Background: an optimization exercise with open tools, aiming at small area, a short achievable clock period and few clock cycles. Do not read the settings as production practice.
At most, simulation tests tie the RTL to the original design; equivalence was not proved.
Power figures rest on the tool's default switching activity, not on a simulated workload.

==> v4: inputs <==
// huffman
module huffman (
	input  logic        clk,
	input  logic        reset,
	input  logic        gray_valid,
	input  logic [7:0]  gray_data,
	output logic        cnt_valid,
	output logic [47:0] cnt,           
	output logic        code_valid,
	output logic [47:0] hc,            
	output logic [47:0] m              
);
==> module tree_merger, before the edit <==
module tree_merger #(
	parameter int NUM_SYMBOLS = 6,
	parameter int CNT_W       = 8,
	parameter int IDX_W       = 3
) (
	input  logic                                    clk,
	input  logic                                    reset,
	input  logic                                    load,          
	input  logic [NUM_SYMBOLS-1:0][CNT_W-1:0]       init_cnt,
	input  logic [NUM_SYMBOLS-1:0][IDX_W-1:0]       init_pos,
	output logic                                    first,         
	output logic                                    merge,         
	output logic                                    last,          
	output logic [NUM_SYMBOLS-1:0]                  sym_a,         
	output logic [NUM_SYMBOLS-1:0]                  sym_b,         
	output logic [NUM_SYMBOLS-1:0]                  sym_c,         
	output logic                                    c_first        
);
	localparam int N          = NUM_SYMBOLS;
	localparam int SORT_STEPS = N - 1;
	localparam int STEPS      = SORT_STEPS + N - 2;    
	logic [N-1:0][CNT_W-1:0]  e;
	logic [N-1:0][N-1:0]      at;       
	logic [STEPS-1:0]         run;      
	logic                     sorting;
	logic                     sort_next;    
	logic [CNT_W-1:0]         x;            
	logic [N+1:0]             lt;           
	logic [N+1:0][CNT_W-1:0]  ex;           
	logic [N-1:0]             ins;          
	logic [N-1:0]             head;         
	logic [CNT_W-1:0]         u;
	logic [CNT_W-1:0]         v;
	logic [CNT_W-1:0]         sum_uv;
	logic [CNT_W-1:0]         sum_ux;
	logic                     take_uv;
	assign sorting   = run[STEPS - SORT_STEPS];
	assign sort_next = run[STEPS - SORT_STEPS + 1];
	assign u      = sorting ? e[1] : e[2];
	assign v      = sorting ? e[2] : e[3];
	assign sum_uv = u + v;
	assign sum_ux = u + x;
	assign take_uv = sorting ? lt[2] : lt[3];
	always_comb begin
		for (int p = 0; p < N + 2; p++)
			ex[p] = (p < N) ? e[p] : '1;
		lt = '0;
		for (int p = 1; p < N; p++)
			lt[p] = (e[p] < x)
				|| (p <= SORT_STEPS - 1 && run[STEPS - SORT_STEPS + p]);    
		lt[0] = 1'b1;
		if (!sorting)
			lt[1] = 1'b1;
		for (int q = 0; q < N; q++)
			ins[q] = sorting ? (lt[q] && !lt[q + 1]) : (lt[q + 1] && !lt[q + 2]);
		for (int k = 0; k < N; k++) begin
			sym_a[k] = at[k][0];
			sym_b[k] = at[k][1];
			sym_c[k] = at[k][2];
			head[k]  = at[k][0] || (!sorting && at[k][1]);
		end
	end
	assign first   = run[STEPS - 1];
	assign merge   = run[0] && !sorting;
	assign last    = run[0] && !run[1];
	assign c_first = lt[2];
	always_ff @(posedge clk) begin
		if (reset)
			run <= '0;
		else if (load)
			run <= '1;
		else
			run <= run >> 1;
	end
	always_ff @(posedge clk) begin
		if (!run[0])
			x <= init_cnt[0];
		else if (sort_next)
			x <= lt[1] ? e[1] : x;
		else
			x <= ({CNT_W{take_uv}} & sum_uv) | ({CNT_W{!take_uv}} & sum_ux);
	end
	always_ff @(posedge clk) begin
		if (!run[0]) begin
			e <= init_cnt;
			for (int k = 0; k < N; k++)
				at[k] <= N'(1) << init_pos[k];
		end else begin
			for (int q = 0; q < N; q++) begin
				if (sorting) begin
					if (lt[q + 1])
						e[q] <= ex[q + 1];
					else if (lt[q])
						e[q] <= x;
					else
						e[q] <= ex[q];
				end else begin
					if (lt[q + 2])
						e[q] <= ex[q + 2];
					else if (lt[q + 1])
						e[q] <= x;
					else
						e[q] <= ex[q + 1];
				end
			end
			for (int k = 0; k < N; k++) begin
				for (int q = 0; q < N; q++) begin
					if (sorting)
						at[k][q] <= (q + 1 < N && at[k][q + 1] && lt[q + 1])
						         || (q >= 1 && at[k][q] && !lt[q])
						         || (head[k] && ins[q]);
					else
						at[k][q] <= (q + 2 < N && at[k][q + 2] && lt[q + 2])
						         || (q >= 1 && q + 1 < N && at[k][q + 1] && !lt[q + 1])
						         || (head[k] && ins[q]);
				end
			end
		end
	end
endmodule
==> module count_sorter, before the edit <==
module count_sorter #(
	parameter int NUM_SYMBOLS = 6,
	parameter int CNT_W       = 8,
	parameter int IDX_W       = 3
) (
	input  logic [NUM_SYMBOLS-1:0][CNT_W-1:0]  cnt,
	output logic [NUM_SYMBOLS-1:0][CNT_W-1:0]  init_cnt,    
	output logic [NUM_SYMBOLS-1:0][IDX_W-1:0]  init_pos     
);
	always_comb begin
		init_cnt[NUM_SYMBOLS-1] = cnt[0];
		init_pos[0]             = IDX_W'(NUM_SYMBOLS - 1);
		for (int k = 1; k < NUM_SYMBOLS; k++) begin
			init_cnt[k - 1] = cnt[k];
			init_pos[k]     = IDX_W'(k - 1);
		end
	end
endmodule
Settings: LEC_CHECK=0, CAP_MARGIN=20, CORE_MARGIN=2, CORE_UTILIZATION=40, CTS_CLUSTER_DIAMETER=100, CTS_CLUSTER_SIZE=30, SETUP_SLACK_MARGIN=3.2, SLEW_MARGIN=20; clock period 6.0 ns.
standard.sh (not shown) runs the stock make flow with config.mk's settings and CLKGATE_MAP_FILE= SYNTH_SCRIPT=/design/flow/synth_recipe.tcl, a recipe that flattens the netlist after the stock synthesis.
==> flow/flow/run.sh <==
#!/bin/bash
# The standard layout, with the smallest plain buffer on the ports and the
# resizer free to change a cell's footprint (the platform holds it to the same
# footprint, which keeps the port buffers in the slow delay-buffer family).
set -euo pipefail
bash standard.sh MATCH_CELL_FOOTPRINT=0 \
	"BUFFER_PORTS_ARGS=-buffer_cell sky130_fd_sc_hd__buf_1" \
	finish > standard_flow.log 2>&1
==> v39 (differences from v4) <==
--- a/flow/design.v
+++ b/flow/design.v
@@ -104,7 +104,7 @@
 			ex[p] = (p < N) ? e[p] : '1;
 		lt = '0;
 		for (int p = 1; p < N; p++)
-			lt[p] = (e[p] < x)
+			lt[p] = lighter(e[p], x)
 				|| (p <= SORT_STEPS - 1 && run[STEPS - SORT_STEPS + p]);    
 		lt[0] = 1'b1;
 		if (!sorting)
@@ -175,6 +175,11 @@
 			end
 		end
 	end
+	function automatic logic lighter(logic [CNT_W-1:0] a, logic [CNT_W-1:0] b);
+		lighter = 1'b0;
+		for (int i = 0; i < CNT_W; i++)
+			lighter = (!a[i] && b[i]) || ((!a[i] || b[i]) && lighter);
+	endfunction
 endmodule
 module code_builder #(
 	parameter int NUM_SYMBOLS = 6,
==> flow/run.sh (new file) <==
#!/bin/bash
# synth_recipe.tcl (not shown) runs the flow's synth.tcl, then flattens the netlist and writes it again
# the make line also repeats each setting of config.mk as NAME=value (left out here)
make -C /OpenROAD-flow-scripts/flow DESIGN_CONFIG=/design/flow/config.mk WORK_HOME=/design/flow/orfs CLKGATE_MAP_FILE= SYNTH_SCRIPT=/design/flow/synth_recipe.tcl finish
- CTS_CLUSTER_DIAMETER: 100 -> unset
- CTS_CLUSTER_SIZE: 30 -> unset
- SETUP_SLACK_MARGIN: 3.2 -> 3.3
removed: flow/flow/run.sh
removed: flow/standard.sh
==> v30 (differences from v4) <==
--- a/flow/design.v
+++ b/flow/design.v
@@ -47,13 +47,18 @@
 	output logic [NUM_SYMBOLS-1:0][CNT_W-1:0]  init_cnt,    
 	output logic [NUM_SYMBOLS-1:0][IDX_W-1:0]  init_pos     
 );
+	localparam int N = NUM_SYMBOLS;
+	logic two_first;    
+	assign two_first = (cnt[1] <= cnt[0]);
 	always_comb begin
-		init_cnt[NUM_SYMBOLS-1] = cnt[0];
-		init_pos[0]             = IDX_W'(NUM_SYMBOLS - 1);
-		for (int k = 1; k < NUM_SYMBOLS; k++) begin
-			init_cnt[k - 1] = cnt[k];
-			init_pos[k]     = IDX_W'(k - 1);
+		for (int k = 2; k < N; k++) begin
+			init_cnt[k - 2] = cnt[k];
+			init_pos[k]     = IDX_W'(k - 2);
 		end
+		init_cnt[N - 2] = two_first ? cnt[1] : cnt[0];
+		init_cnt[N - 1] = two_first ? cnt[0] : cnt[1];
+		init_pos[0]     = two_first ? IDX_W'(N - 1) : IDX_W'(N - 2);
+		init_pos[1]     = two_first ? IDX_W'(N - 2) : IDX_W'(N - 1);
 	end
 endmodule
 module tree_merger #(
@@ -75,7 +80,7 @@
 	output logic                                    c_first        
 );
 	localparam int N          = NUM_SYMBOLS;
-	localparam int SORT_STEPS = N - 1;
+	localparam int SORT_STEPS = N - 2;
 	localparam int STEPS      = SORT_STEPS + N - 2;    
 	logic [N-1:0][CNT_W-1:0]  e;
 	logic [N-1:0][N-1:0]      at;       
@@ -119,16 +124,21 @@
 		end
 	end
 	assign first   = run[STEPS - 1];
-	assign merge   = run[0] && !sorting;
-	assign last    = run[0] && !run[1];
 	assign c_first = lt[2];
 	always_ff @(posedge clk) begin
-		if (reset)
-			run <= '0;
-		else if (load)
-			run <= '1;
-		else
-			run <= run >> 1;
+		if (reset) begin
+			run   <= '0;
+			merge <= 1'b0;
+			last  <= 1'b0;
+		end else if (load) begin
+			run   <= '1;
+			merge <= 1'b0;
+			last  <= 1'b0;
+		end else begin
+			run   <= run >> 1;
+			merge <= run[1] && !run[STEPS - SORT_STEPS + 1];
+			last  <= run[1] && !run[2];
+		end
 	end
 	always_ff @(posedge clk) begin
 		if (!run[0])
- CORE_UTILIZATION: 40 -> 55
- CTS_CLUSTER_DIAMETER: 100 -> 80
- CTS_CLUSTER_SIZE: 30 -> 20
- SETUP_SLACK_MARGIN: 3.2 -> 3.3
==> results.txt <==
Power, lowest first: v4, v30, v39. Between v30 and v4, the lower first-iteration DRC count is in v4 (gap about 25%, measured against v4). Die area: v39 is lower than v4 (about 3%). v30 ran to the end with no violations. v4 completed without violations. v39 ran to the end with no violations. Utilization: v4 is lower than v39 (11 points). Via count, highest first: v39, v30, v4.
Testbench counts of v4, summed over its fixed seeds: cycles 19,476.
Testbench counts of v30, summed over its fixed seeds: cycles 19,092.
Only the layout flow was run in v39; the RTL was not checked for function there.

[re-timing with driven ports]
Ports are ideal in the flow. The routed layouts listed here were re-timed in OpenROAD.
Step 1: set_driving_cell puts a clkbuf_16 on clk and a buf_2 on each other input, an assumption about the parent block.
Step 2 moves the port delays by t, midway between the first and last clock arrival at a register: inputs arrive t later, outputs are due t later. That takes back most of the time a late clock gives input paths.
a / b / c = ideal / step 1 / step 2; a / b = the first two.
run | t (ns) | setup slack, ns | latest minus earliest clock arrival (ns) | worst data-port slew with drivers (ns)
v4 | 0.528 | 3.230 / 3.230 / 2.873 | 0.020 / 0.019 | 0.03
v39 | 0.577 | 2.897 / 2.897 / 2.820 | 0.014 / 0.013 | 0.03
v30 | 0.528 | 3.257 / 3.257 / 3.015 | 0.020 / 0.020 | 0.03
After both steps every run listed still meets setup and hold. For v4, which loses most, drivers alone change the setup slack by 0.000 ns; drivers and shift together by -0.357 ns.
